Background: an optimization exercise with open tools, aiming at small area and few clock cycles per item. Do not read the settings as production practice. RTL that was checked went through simulation tests only; none was proved equivalent to the original. Power and IR drop assume default switching activity.

Setup of run C:
==> module tobm_window, before the edit <==
module tobm_window #(
  parameter int M = 16
) (
  input  wire logic                       clk,
  input  wire logic                       rst_n,
  input  wire logic [tobm_pkg::COL_W-1:0] last_col,    
  input  wire logic                       adv,         
  input  wire logic [2:0]                 x_new,       
  output logic      [2:0]                 head,        
  output logic      [2:0]                 next         
);
  localparam int LAGMAX = M / 2;
  localparam int H      = LAGMAX + 2;
  localparam int LGM    = $clog2(M);
  localparam int LGL    = $clog2(LAGMAX + 1);
  localparam int NSEG = 9;                  
  logic [8:0]      half;                    
  logic            p_small;
  logic [8:0]      sel;                     
  logic            plain;
  logic            shift;
  logic            lagging;
  logic [LGM-1:0]  rot_r;
  logic [LGL-1:0]  lag_r;
  logic [2:0]      x_in;
  logic [2:0]      f0_r;
  logic [2:0]      node [NSEG+1];
  logic [2:0]      sout [NSEG];
  logic [2:0]      h_r [H];
  logic [2:0]      h_d [H];
  logic            h_en [H];
  assign half    = last_col[COL_W-1:1];
  assign p_small = (half < 9'(H));
  assign sel     = half - 9'(H);
  assign plain   = p_small || (sel[8:LGM] == '0);
  assign lagging = !plain && (lag_r != '0);
  assign shift = plain ? adv : ((rot_r == '0) && (lagging || adv));
  assign x_in  = lagging ? h_r[H-1] : x_new;
  always_ff @(posedge clk) begin
    if (!rst_n) begin
      rot_r <= '0;
      lag_r <= '0;
    end else begin
      if (!shift) begin
        rot_r <= rot_r + LGM'(1);
      end
      if (plain) begin
        lag_r <= '0;
      end else if (shift && !adv) begin
        lag_r <= lag_r - LGL'(1);
      end else if (!shift && adv) begin
        lag_r <= lag_r + LGL'(1);
      end
    end
  end
  always_ff @(posedge clk) begin
    if (shift) begin
      f0_r <= x_in;
    end
  end
  assign node[0] = f0_r;
  for (genvar k = 0; k < NSEG; k++) begin : g_seg
    if (k < LGM) begin : g_en
      logic [2:0] e_r [1 << k];
      always_ff @(posedge clk) begin
        if (shift) begin
          e_r[0] <= node[k];
          for (int i = 1; i < (1 << k); i++) begin
            e_r[i] <= e_r[i-1];
          end
        end
      end
      assign sout[k] = e_r[(1 << k) - 1];
    end else begin : g_rot
      tobm_ram #(
        .WIDTH (3),
        .M     (M),
        .NGRP  ((1 << k) / M)
      ) u_seg (
        .clk   (clk),
        .shift (shift),
        .din   (node[k]),
        .dout  (sout[k])
      );
    end
    assign node[k+1] = sel[k] ? sout[k] : node[k];
  end
  always_comb begin
    for (int i = 0; i < H; i++) begin
      h_en[i] = shift;
      if (p_small && (half == 9'(H - 1 - i))) begin
        h_d[i] = x_in;
      end else if (i == 0) begin
        h_d[i] = node[NSEG];
      end else begin
        h_d[i] = h_r[(i > 0) ? i - 1 : 0];
      end
      if (adv && lagging && shift && (i == H - int'(lag_r))) begin
        h_d[i] = x_new;
      end
      if (adv && !shift && !plain && (i == H - 1 - int'(lag_r))) begin
        h_d[i] = x_new;
        h_en[i] = 1'b1;
      end
    end
  end
  always_ff @(posedge clk) begin
    for (int i = 0; i < H; i++) begin
      if (h_en[i]) begin
        h_r[i] <= h_d[i];
      end
    end
  end
  always_comb begin
    head = h_r[H-1];
    next = h_r[H-2];
    for (int k = 1; k <= LAGMAX; k++) begin
      if (lagging && (lag_r == LGL'(k))) begin
        head = h_r[H-1-k];
        next = h_r[H-2-k];
      end
    end
  end
endmodule
==> flow/config.mk <==
export PLATFORM = sky130hd
export DESIGN_NAME = threshold_outer_boundary_marker
export DESIGN_NICKNAME = threshold_outer_boundary_marker
export VERILOG_FILES = /design/flow/design.v
export SDC_FILE = /design/flow/constraint.sdc
export NUM_CORES = 4
export LEC_CHECK = 0
export ABC_AREA = 1
export CAP_MARGIN = 35
export CORE_MARGIN = 2
export CORE_UTILIZATION = 65
export CTS_BUF_LIST = sky130_fd_sc_hd__clkbuf_8
export CTS_CLUSTER_DIAMETER = 50
export CTS_CLUSTER_SIZE = 16
export PLACE_DENSITY = 0.8
export SLEW_MARGIN = 45
==> flow/constraint.sdc <==
create_clock -name core_clock -period 8.0 [get_ports {clk}]
set_input_delay 1.6000 -clock core_clock [delete_from_list [all_inputs] [get_ports {clk}]]
set_output_delay 1.6000 -clock core_clock [all_outputs]
set_load 0.01 [all_outputs]
standard.sh (not shown) runs the stock make flow with config.mk's settings and CLKGATE_MAP_FILE= SYNTH_SCRIPT=/design/flow/synth_recipe.tcl, a recipe that flattens the netlist after the stock synthesis.
==> flow/flow/run.sh <==
#!/bin/bash
# The standard layout (the standard.sh: ORFS synthesis to finish, same
# settings), except that the port buffers are the smallest buffer cell,
# buf_1, instead of the cell ORFS picks. Every port still gets its buffer.
set -euo pipefail
bash standard.sh 'BUFFER_PORTS_ARGS=-buffer_cell sky130_fd_sc_hd__buf_1' finish > standard.log 2>&1
> inputs changed (run C -> run E)
--- a/flow/design.v
+++ b/flow/design.v
@@ -103,13 +103,13 @@
   assign last_col      = wm1_r;
 endmodule
 `default_nettype wire
 `default_nettype none
 import tobm_pkg::*;
 module tobm_window #(
-  parameter int M = 16
+  parameter int M = 8
 ) (
   input  wire logic                       clk,
   input  wire logic                       rst_n,
   input  wire logic [tobm_pkg::COL_W-1:0] last_col,    
   input  wire logic                       adv,         
   input  wire logic [2:0]                 x_new,       
@@ -127,21 +127,20 @@
   logic            plain;
   logic            shift;
   logic            lagging;
   logic [LGM-1:0]  rot_r;
   logic [LGL-1:0]  lag_r;
   logic [2:0]      x_in;
-  logic [2:0]      f0_r;
   logic [2:0]      node [NSEG+1];
   logic [2:0]      sout [NSEG];
   logic [2:0]      h_r [H];
   logic [2:0]      h_d [H];
   logic            h_en [H];
   assign half    = last_col[COL_W-1:1];
   assign p_small = (half < 9'(H));
-  assign sel     = half - 9'(H);
+  assign sel     = half - 9'(H - 1);
   assign plain   = p_small || (sel[8:LGM] == '0);
   assign lagging = !plain && (lag_r != '0);
   assign shift = plain ? adv : ((rot_r == '0) && (lagging || adv));
   assign x_in  = lagging ? h_r[H-1] : x_new;
   always_ff @(posedge clk) begin
     if (!rst_n) begin
@@ -157,18 +156,13 @@
         lag_r <= lag_r - LGL'(1);
       end else if (!shift && adv) begin
         lag_r <= lag_r + LGL'(1);
       end
     end
   end
-  always_ff @(posedge clk) begin
-    if (shift) begin
-      f0_r <= x_in;
-    end
-  end
-  assign node[0] = f0_r;
+  assign node[0] = x_in;
   for (genvar k = 0; k < NSEG; k++) begin : g_seg
     if (k < LGM) begin : g_en
       logic [2:0] e_r [1 << k];
       always_ff @(posedge clk) begin
         if (shift) begin
           e_r[0] <= node[k];
==> notes.md <==
Taking run C as the reference point, the net switching power figure of run E falls by 6.2%.
A highest-delay cell along the critical path of sky130_fd_sc_hd__o21ai_0 is what run C shows, while sky130_fd_sc_hd__fa_1 belongs to run E.
Run E vs run C — endpoint required time on the critical path dropped 70 ps.
Final design area excluding fillers (lower): run E
Summary of run E over run C: count of multi-input gates rose 111; power fell 2.4%; number of buffers inserted during clock tree synthesis fell 1.7%; pre-CTS worst setup slack fell 950 ps.
Filler-free cell count of the finished design: higher on run E
Maximum frequency on run E is behind run C.
Testbench counts of run E, summed over its fixed seeds: cycles 70,032, pixels 70,024.
For run C, only the layout was checked, not whether the RTL still works.

==> re-timing with driven ports <==
How much do the figures lean on ideal ports? The routed layouts below were timed once more, with nothing changed but the port constraints.
Step 1, drivers: a clkbuf_16 drives clk and a buf_2 each remaining input, both assumed.
Step 2, shift: input delay + t, output delay - t, t = (earliest + latest rising clock arrival at the registers) / 2. This alone moves slack from input paths to output paths.
Three values: ideal ports, drivers, drivers and shift; two values: the first two.
| run | t, ns | slack for setup (ns) | slew at the worst register clock pin (ns) | worst slew at a driven data input, ns | cell pins on the clock port's net |
|---|---|---|---|---|---|
| run C | 0.806 | 2.549 / 2.582 / 1.776 | 0.10 / 0.10 | 0.06 | 1 |
| run E | 0.778 | 1.574 / 1.595 / 0.817 | 0.11 / 0.11 | 0.04 | 1 |
After both steps setup and hold are still met in every run listed. The setup slack of run C, which loses most, moves by +0.033 ns with the drivers and by -0.773 ns with both steps.
